What follows belongs to an exercise in optimizing a design on an open flow for small area, a short achievable clock period and few clock cycles per item; a production flow would make more cautious choices. The RTL was checked by simulation tests, not by an equivalence proof against the original design. Power figures rest on the tool's default switching activity, not on a simulated workload.

===== design/flow/config.mk =====
export PLATFORM = sky130hd
export DESIGN_NAME = dtree_seq_engine
export DESIGN_NICKNAME = dtree_seq_engine
export VERILOG_FILES = /design/flow/design.v
export SDC_FILE = /design/flow/constraint.sdc
export NUM_CORES = 4
export LEC_CHECK = 0
export CAP_MARGIN = 20
export CORE_MARGIN = 2
export CORE_UTILIZATION = 40
export SLEW_MARGIN = 20

===== design/flow/constraint.sdc =====
create_clock -name core_clock -period 8.0 [get_ports {clk}]
set_input_delay 1.6000 -clock core_clock [delete_from_list [all_inputs] [get_ports {clk}]]
set_output_delay 1.6000 -clock core_clock [all_outputs]
set_load 0.01 [all_outputs]

===== design/flow/design.v =====
module dtree_seq_engine #(
  parameter int unsigned N_FEAT    = 6,
  parameter int unsigned FEAT_W    = 8,
  parameter int unsigned CLASS_W   = 2,
  parameter int unsigned NODE_AW   = 6,
  parameter int unsigned MAX_DEPTH = 16
) (
  input  logic                        clk,
  input  logic                        rst,
  input  logic                        cfg_we,
  input  logic [NODE_AW-1:0]          cfg_addr,
  input  logic [15+2*NODE_AW-1:0]     cfg_wdata,
  output logic                        cfg_ready,
  input  logic                        in_valid,
  output logic                        in_ready,
  input  logic [N_FEAT*FEAT_W-1:0]    in_feat,
  output logic                        out_valid,
  input  logic                        out_ready,
  output logic [CLASS_W-1:0]          out_class,
  output logic                        out_err,
  output logic                        busy
);
  localparam int unsigned ENTRY_W = 15 + 2 * NODE_AW;
  localparam int unsigned N_NODES = 2 ** NODE_AW;
  localparam int unsigned FW      = N_FEAT * FEAT_W;
  localparam int unsigned ROB_AW  = 3;
  localparam int unsigned ROB_N   = 2 ** ROB_AW;
  logic                 r_busy, r_cfg_ready, r_in_ready, r_out_valid;
  logic [CLASS_W-1:0]   r_out_class;
  logic                 r_out_err;
  logic [ROB_AW:0]      r_cnt;         
  assign busy      = r_busy;
  assign cfg_ready = r_cfg_ready;
  assign in_ready  = r_in_ready;
  assign out_valid = r_out_valid;
  assign out_class = r_out_class;
  assign out_err   = r_out_err;
  logic w_acc, w_take, w_wr;
  assign w_acc  = in_valid && r_in_ready;
  assign w_take = r_out_valid && out_ready;
  assign w_wr   = cfg_we && r_cfg_ready;
  logic                 r_wv;
  logic [NODE_AW-1:0]   r_waddr;
  logic [ENTRY_W-1:0]   r_wdata;
  always_ff @(posedge clk or posedge rst) begin
    if (rst) r_wv <= 1'b0;
    else     r_wv <= w_wr;
  end
  always_ff @(posedge clk) begin
    if (w_wr) begin
      r_waddr <= cfg_addr;
      r_wdata <= cfg_wdata;
    end
  end
  logic       wc_leaf;
  logic [2:0] wc_sel, wc_sh, wc_kind;
  logic [7:0] wc_thr, wc_t;
  logic [8:0] wc_hi;
  assign wc_leaf = r_wdata[26];
  assign wc_sel  = r_wdata[25:23];
  assign wc_sh   = wc_leaf ? 3'd0 : r_wdata[22:20];
  assign wc_thr  = r_wdata[19:12];
  assign wc_kind = wc_leaf ? 3'd0 : (wc_sel >= 3'd6) ? 3'd7 : wc_sel + 3'd1;
  always_comb begin
    wc_hi = {1'b0, wc_thr} >> (4'd8 - {1'b0, wc_sh});
    wc_t  = (wc_hi != 9'd0) ? 8'hff : 8'((wc_thr << wc_sh) | ~(8'hff << wc_sh));
  end
  logic [2:0]          t_kind [N_NODES];
  logic [7:0]          t_t    [N_NODES];
  logic [NODE_AW-1:0]  t_l    [N_NODES];
  logic [NODE_AW-1:0]  t_r    [N_NODES];
  for (genvar i = 0; i < int'(N_NODES); i++) begin : g_tab
    logic we;
    assign we = r_wv && (r_waddr == NODE_AW'(i));
    always_ff @(posedge clk or posedge rst) begin
      if (rst) begin
        t_kind[i]   <= 3'd0;
        t_t[i][1:0] <= 2'd0;
      end else if (we) begin
        t_kind[i]   <= wc_kind;
        t_t[i][1:0] <= wc_t[1:0];
      end
    end
    always_ff @(posedge clk) begin
      if (we) begin
        t_t[i][7:2] <= wc_t[7:2];
        t_l[i]      <= r_wdata[11:6];
        t_r[i]      <= r_wdata[5:0];
      end
    end
  end
  logic                 r_bv;
  logic [FW-1:0]        r_bf;
  logic [ROB_AW-1:0]    r_bseq, r_accp;
  logic                 r_av;
  logic [FW-1:0]        r_af;
  logic [2:0]           r_akind;
  logic [7:0]           r_at;
  logic [NODE_AW-1:0]   r_al, r_ar;
  logic [3:0]           r_ad;
  logic [ROB_AW-1:0]    r_aseq;
  logic                 r_bbv;
  logic [FW-1:0]        r_bbf;
  logic [NODE_AW-1:0]   r_bptr;
  logic [3:0]           r_bd;
  logic [ROB_AW-1:0]    r_bbseq;
  logic [FEAT_W-1:0]    a_v;
  logic                 a_go, a_leaf, a_bad, a_cleaf, a_done;
  logic [1:0]           a_ccls, a_cls;
  logic                 a_err;
  logic [NODE_AW-1:0]   a_nxt;
  always_comb begin
    a_v = '0;
    for (int i = 0; i < int'(N_FEAT); i++)
      if (r_akind == 3'(i + 1)) a_v = r_af[i*FEAT_W +: FEAT_W];
  end
  assign a_go   = (a_v <= r_at);
  assign a_nxt  = a_go ? r_al : r_ar;
  assign a_leaf = (r_akind == 3'd0);
  assign a_bad  = (r_akind == 3'd7) || (r_ad == 4'd15);
  logic       a_lleaf, a_rleaf;
  logic [1:0] a_lcls, a_rcls;
  assign a_lleaf = (t_kind[r_al] == 3'd0);
  assign a_rleaf = (t_kind[r_ar] == 3'd0);
  assign a_lcls  = t_t[r_al][1:0];
  assign a_rcls  = t_t[r_ar][1:0];
  assign a_cleaf = a_go ? a_lleaf : a_rleaf;
  assign a_ccls  = a_go ? a_lcls : a_rcls;
  assign a_done  = a_leaf || a_bad || a_cleaf;
  assign a_cls   = a_leaf ? r_at[1:0] : a_bad ? 2'd0 : a_ccls;
  assign a_err   = !a_leaf && a_bad;
  logic                 ins;    
  assign ins = r_bv && !r_bbv && !r_wv;
  logic [ROB_N-1:0]     r_robv;
  logic [2:0]           r_rob [ROB_N];
  logic [ROB_AW-1:0]    r_hp;
  logic                 w_pop;
  assign w_pop = r_robv[r_hp] && (!r_out_valid || out_ready);
  logic [ROB_AW:0] w_cnt_n;
  logic            w_bv_n, w_bbv_n;
  assign w_cnt_n = r_cnt + (ROB_AW+1)'(w_acc) - (ROB_AW+1)'(w_take);
  assign w_bv_n  = w_acc || (r_bv && !ins);
  assign w_bbv_n = r_av && !a_done;
  always_ff @(posedge clk or posedge rst) begin
    if (rst) begin
      r_cnt       <= '0;
      r_busy      <= 1'b0;
      r_cfg_ready <= 1'b1;
      r_in_ready  <= 1'b1;
      r_out_valid <= 1'b0;
      r_bv        <= 1'b0;
      r_accp      <= '0;
      r_av        <= 1'b0;
      r_bbv       <= 1'b0;
      r_robv      <= '0;
      r_hp        <= '0;
    end else begin
      r_cnt       <= w_cnt_n;
      r_busy      <= (w_cnt_n != '0);
      r_cfg_ready <= (w_cnt_n == '0);
      r_in_ready  <= (w_cnt_n < (ROB_AW+1)'(ROB_N)) && (!w_bv_n || (!w_bbv_n && !w_wr));
      r_bv        <= w_bv_n;
      if (w_acc) r_accp <= r_accp + 1'b1;
      r_av        <= r_bbv || ins;
      r_bbv       <= w_bbv_n;
      if (w_pop) begin
        r_out_valid <= 1'b1;
        r_hp        <= r_hp + 1'b1;
      end else if (w_take) begin
        r_out_valid <= 1'b0;
      end
      for (int i = 0; i < int'(ROB_N); i++) begin
        if (r_av && a_done && r_aseq == ROB_AW'(i)) r_robv[i] <= 1'b1;
        else if (w_pop && r_hp == ROB_AW'(i))       r_robv[i] <= 1'b0;
      end
    end
  end
  always_ff @(posedge clk) begin
    if (w_acc) begin
      r_bf   <= in_feat;
      r_bseq <= r_accp;
    end
    if (w_pop) {r_out_err, r_out_class} <= r_rob[r_hp];
    for (int i = 0; i < int'(ROB_N); i++)
      if (r_av && a_done && r_aseq == ROB_AW'(i)) r_rob[i] <= {a_err, a_cls};
    r_bbf   <= r_af;
    r_bptr  <= a_nxt;
    r_bd    <= r_ad + 1'b1;
    r_bbseq <= r_aseq;
    if (r_bbv) begin
      r_af    <= r_bbf;
      r_akind <= t_kind[r_bptr];
      r_at    <= t_t[r_bptr];
      r_al    <= t_l[r_bptr];
      r_ar    <= t_r[r_bptr];
      r_ad    <= r_bd;
      r_aseq  <= r_bbseq;
    end else begin
      r_af    <= r_bf;
      r_akind <= t_kind[0];
      r_at    <= t_t[0];
      r_al    <= t_l[0];
      r_ar    <= t_r[0];
      r_ad    <= 4'd0;
      r_aseq  <= r_bseq;
    end
  end
endmodule

===== design/flow/run.sh =====
#!/bin/bash
# synth_recipe.tcl (not shown) runs the flow's synth.tcl, then flattens the netlist and writes it again
# the make line also repeats each setting of config.mk as NAME=value (left out here)
make -C /OpenROAD-flow-scripts/flow DESIGN_CONFIG=/design/flow/config.mk WORK_HOME=/design/flow/orfs CLKGATE_MAP_FILE= SYNTH_SCRIPT=/design/flow/synth_recipe.tcl finish

==> key figures <==
STA
  – Total of endpoints with negative setup slack in the final report: 0
  – Period utilization: 0.667
  – Worst slew pin tran: 1.27 ns
  – Number of failing hold endpoints at the final stage: 0
  – Pins Over Slew Limit: 0
  – Max Clock Freq: 188 MHz
  – Final Critical Period: 5.33 ns
  – Setup repair after global routing missed its margin: no
  – Final setup TNS: 0 ns
  – Relative max-transition margin: 0.145
  – Worst clock skew on the final layout: 0.0624 ns

Routing
  – Total number of vias: 54300
  – Via density: 7.07
  – Starting DRT DRC Count: 10500
  – Routed length per placed instance: 50.5 µm
  – ANT nets after route: 0
  – Total wirelength of the detailed-routed design: 388000 µm
  – Residual DRC count: 0
  – Number of iterations in the first detailed-routing pass: 6

Place
  – Routability cong.: 1.08
  – Post-DP HPWL: 243000 µm
  – Number of placed cells counting well taps: 7335
  – Port Buffers: 92

Yosys
  – Number of enable-type register cells in the synthesized netlist: 1263
  – Synthesis-stage register bit count: 1748
  – Synth top area cells: sky130_fd_sc_hd__edfxtp_1 54%, sky130_fd_sc_hd__dfrtp_1 12%, sky130_fd_sc_hd__dfxtp_1 4.0%, sky130_fd_sc_hd__a221oi_1 3.5%, sky130_fd_sc_hd__a22o_1 3.4%
  – Yosys top cell area share: 0.543
  – Combined area of all synthesized cells: 69800 µm²
  – Leading cell types by count after synthesis: 1263 x sky130_fd_sc_hd__edfxtp_1, 422 x sky130_fd_sc_hd__nand2_1, 344 x sky130_fd_sc_hd__dfrtp_1
  – Ys async rst share: 0.198
  – Syn Area/Cell: 13.9 µm²
  – Most used flip-flop cell after synthesis: sky130_fd_sc_hd__edfxtp_1
  – Post-synthesis cell type with the largest combined area: sky130_fd_sc_hd__edfxtp_1
  – Library cell with the highest instance count after synthesis: sky130_fd_sc_hd__edfxtp_1
  – Synthesized Nets: 5126
  – Number of warning messages in the yosys log: 6
  – Cell count after synthesis: 5014
  – Distinct cells, synth: 82
  – Sequential-to-total area share from yosys stat: 0.707

Global route
  – Total routing usage reported by global routing: 0.427
  – Wire length of the first global-routing pass: 501000 µm
  – Largest net degree at the start of global routing: 153
  – Initial antenna violation count: 33
  – Via count of the first global-routing pass: 49800
  – Residual overflow from global routing: 0

Clock tree
  – Clock insertion delay at the later pin of the skew report: 0.89 ns
  – Setup fix buffers added after clock tree synthesis: 0
  – Number of buffers created by CTS: 180
  – Number of gates resized after cts: 0
  – Root buffer selected by CTS: sky130_fd_sc_hd__clkbuf_16
  – Clock slew at reported path FFs: 0.06 ns
  – Deepest clock path buffer count: 3
  – TritonCTS clock tree: yes
  – Number of H-tree levels: 4
  – Total of hold buffers inserted after clock tree synthesis: 0
  – Number of clock sinks: 1748

Floorplan
  – Core area: 174000 µm²
  – Die area: 178000 µm²
  – Initial cell density of the core: 0.402
  – Die boundary width: 422 µm
  – # IOs: 93
  – Vertical die dimension: 422 µm
  – # rows: 153

Critical path
  – Critical Path End Type: register
  – Register-to-register setup slack: 2.67 ns
  – Category of the critical setup timing path: reg -> reg
  – CP startpoint kind: register
  – Critical-path maximum fanout: 23
  – Critical path data required time: 8.51 ns
  – Worst r2r dst: r_rob[1][0]
  – Arrival time worst endpoint: 5.85 ns
  – Worst r2r path cells: 12
  – Worst r2r src: r_akind[1]

Power and ir drop
  – Worst VDD drop: 0.220 mV
  – Power per Cell Area: 245 nW/µm²
  – Leakage power: 0.0283 µW

Final layout
  – Share of cells above drive strength 1: 0.155
  – Final-stage net count: 5309
  – Number of non-filler instances in the completed layout: 7688
  – Area added between synthesis and finish: 16.3%

Outcome
  – Outcome: finished clean

Worst hold path
  – Cells on Worst Hold Path: 0
  – Origin of the worst min-delay path: r_af[6]
  – Hold WC Path Type: reg -> reg
  – Hold Crit Endpoint: r_bbf[6]

Run
  – Max_cap viols: 0
## flip-flops by register name, indices dropped and copies added (netlist names), 6 cells and up
| signal | count |
|---|---|
| r_wdata | 27 |
| r_rob | 24 |
| r_ar | 6 |
| r_waddr | 6 |
| r_bptr | 6 |
| r_af | 48 |
| t_r | 384 |
| r_bbf | 48 |
| r_al | 6 |
| r_at | 8 |
| t_l | 384 |
| r_robv | 8 |
| r_bf | 48 |
| t_kind | 192 |
| t_t | 512 |
## report_power, final
part           leakage [µW]  internal, µW  switching, µW
logic               0.00810           372            696
clock network       0.00286          4700           3780
registers            0.0173         10000            288
## cells in the final DEF (no fill, tap or decap), types with 17 or more instances in the layout
cell type / instances
sky130_fd_sc_hd__clkbuf_16: 182
sky130_fd_sc_hd__a22oi_1: 230
sky130_fd_sc_hd__clkinv_2: 30
sky130_fd_sc_hd__nor3_1: 25
sky130_fd_sc_hd__dfrtp_1: 343
sky130_fd_sc_hd__clkdlybuf4s50_1: 92
sky130_fd_sc_hd__inv_1: 77
sky130_fd_sc_hd__o21ai_0: 329
sky130_fd_sc_hd__and2_1: 19
sky130_fd_sc_hd__nand4_1: 134
sky130_fd_sc_hd__a22o_1: 275
sky130_fd_sc_hd__mux2i_1: 30
sky130_fd_sc_hd__clkinv_1: 38
sky130_fd_sc_hd__a31oi_1: 26
sky130_fd_sc_hd__ha_1: 25
sky130_fd_sc_hd__and3_1: 17
sky130_fd_sc_hd__a222oi_1: 25
sky130_fd_sc_hd__nor2_1: 97
sky130_fd_sc_hd__clkbuf_1: 30
sky130_fd_sc_hd__nor4_1: 49
sky130_fd_sc_hd__nand2b_1: 23
sky130_fd_sc_hd__edfxtp_1: 1263
sky130_fd_sc_hd__o211ai_1: 28
sky130_fd_sc_hd__dfxtp_1: 133
sky130_fd_sc_hd__nand2_1: 421
sky130_fd_sc_hd__a221oi_1: 276
sky130_fd_sc_hd__buf_4: 265
sky130_fd_sc_hd__nand3_1: 202
sky130_fd_sc_hd__diode_2: 21
sky130_fd_sc_hd__a32oi_1: 43
sky130_fd_sc_hd__mux2_2: 127
sky130_fd_sc_hd__nor2_4: 73
sky130_fd_sc_hd__a21oi_1: 87
## layout make-up
class                   instances  area, µm²
diodes                         21       52.6
well taps                    2325       2910
inverters                      88        334
fillers                     15300      92400
clock buffers                 219       4760
flip-flops and latches       1748      49400
multi-input cells            2812      19500
repair buffers                367       3100
clock inverters               108       1150
## how the worst max path moves through the flow
stage / endpoint / slack (ns) / start / cells after the start
2_1_floorplan: r_accp[0] / 1.77 / rst / 1
3_3_place_gp: r_rob[1][2] / 2.84 / r_akind[1] / 12
3_5_place_dp: r_rob[1][0] / 2.77 / r_akind[1] / 12
4_1_cts: r_rob[1][0] / 2.72 / r_akind[1] / 12
5_1_grt: r_rob[1][2] / 2.39 / r_akind[1] / 12
6_report: r_rob[1][0] / 2.67 / r_akind[1] / 12
## through the flow
| step | util | total power (µW) | area (µm²) | hold WS, ns | setup slack [ns] |
|---|---|---|---|---|---|
| 2_1_floorplan | - | 11000 | 69800 | 0.326 | 1.77 |
| 3_3_place_gp | 0.432 | 11500 | 75100 | 0.344 | 2.84 |
| 3_5_place_dp | 0.433 | 11500 | 75100 | 0.339 | 2.77 |
| 4_1_cts | 0.467 | 19800 | 81000 | 0.352 | 2.72 |
| 5_1_grt | 0.467 | 20300 | 81100 | 0.359 | 2.39 |
| 6_report | 0.468 | 19900 | 81200 | 0.350 | 2.67 |
## cell families (layout without fill, tap and decap cells)
group,after synthesis,after routing,synth area share
flip-flops,1748,1748,0.707
AO/OA/AOI/OAI,1417,1417,0.150
AND/OR/NAND/NOR,1200,1200,0.0859
buffers and inverters,454,782,0.0254
multiplexers,161,161,0.0261
adder cells (fa/ha/maj),26,26,0.00477
XOR/XNOR,8,8,0.00100
other,0,21,0
## worst max-delay path, cell delays in order (launching register included)
cell                       delay (ns)
sky130_fd_sc_hd__dfxtp_1         1.00
sky130_fd_sc_hd__mux2_2          0.42
sky130_fd_sc_hd__a221oi_1        0.26
sky130_fd_sc_hd__a21oi_1         0.08
sky130_fd_sc_hd__ha_1            0.32
sky130_fd_sc_hd__nor2b_1         0.14
sky130_fd_sc_hd__o211ai_1        0.16
sky130_fd_sc_hd__a21o_1          0.20
sky130_fd_sc_hd__a21o_1          0.78
sky130_fd_sc_hd__nand4_1         0.22
sky130_fd_sc_hd__nor4_2          0.65
sky130_fd_sc_hd__o311ai_2        0.30
sky130_fd_sc_hd__nor3_1          0.41
## per-layer routing
metal  vias up  GRT usage  routed length, µm
met3      1392      0.137              50500
met2      4921      0.611             162000
met1     27700      0.548             142000
li1      20300          -                  -
met4        20      0.304              34600
met5         -          0                138
Testbench counts, summed over its fixed seeds: cycles 18,677, items 3,840.

## what the ideal ports hide
No port has a modelled driver above. Below, the same layout with a new extraction and two added sets of constraints. Step 1: set_driving_cell puts a clkbuf_16 on clk and a buf_2 on each other input, an assumption about the parent block. Step 2 also shifts input and output timing later by t, the mid clock arrival at the registers, as if the neighbouring blocks saw the same clock. Slacks: ideal / step 1 / step 2; pairs: ideal / step 1.
t (ns): 0.942
slack for setup (ns): 2.667 / 2.667 / 2.667
worst hold slack (ns): 0.350 / 0.350 / 0.350
worst setup path after step 2: register to register
cell pins on the clock port's net: 1
After both steps setup and hold are still met in this run. The setup slack of this run moves by 0.000 ns with the drivers and by 0.000 ns with both steps.
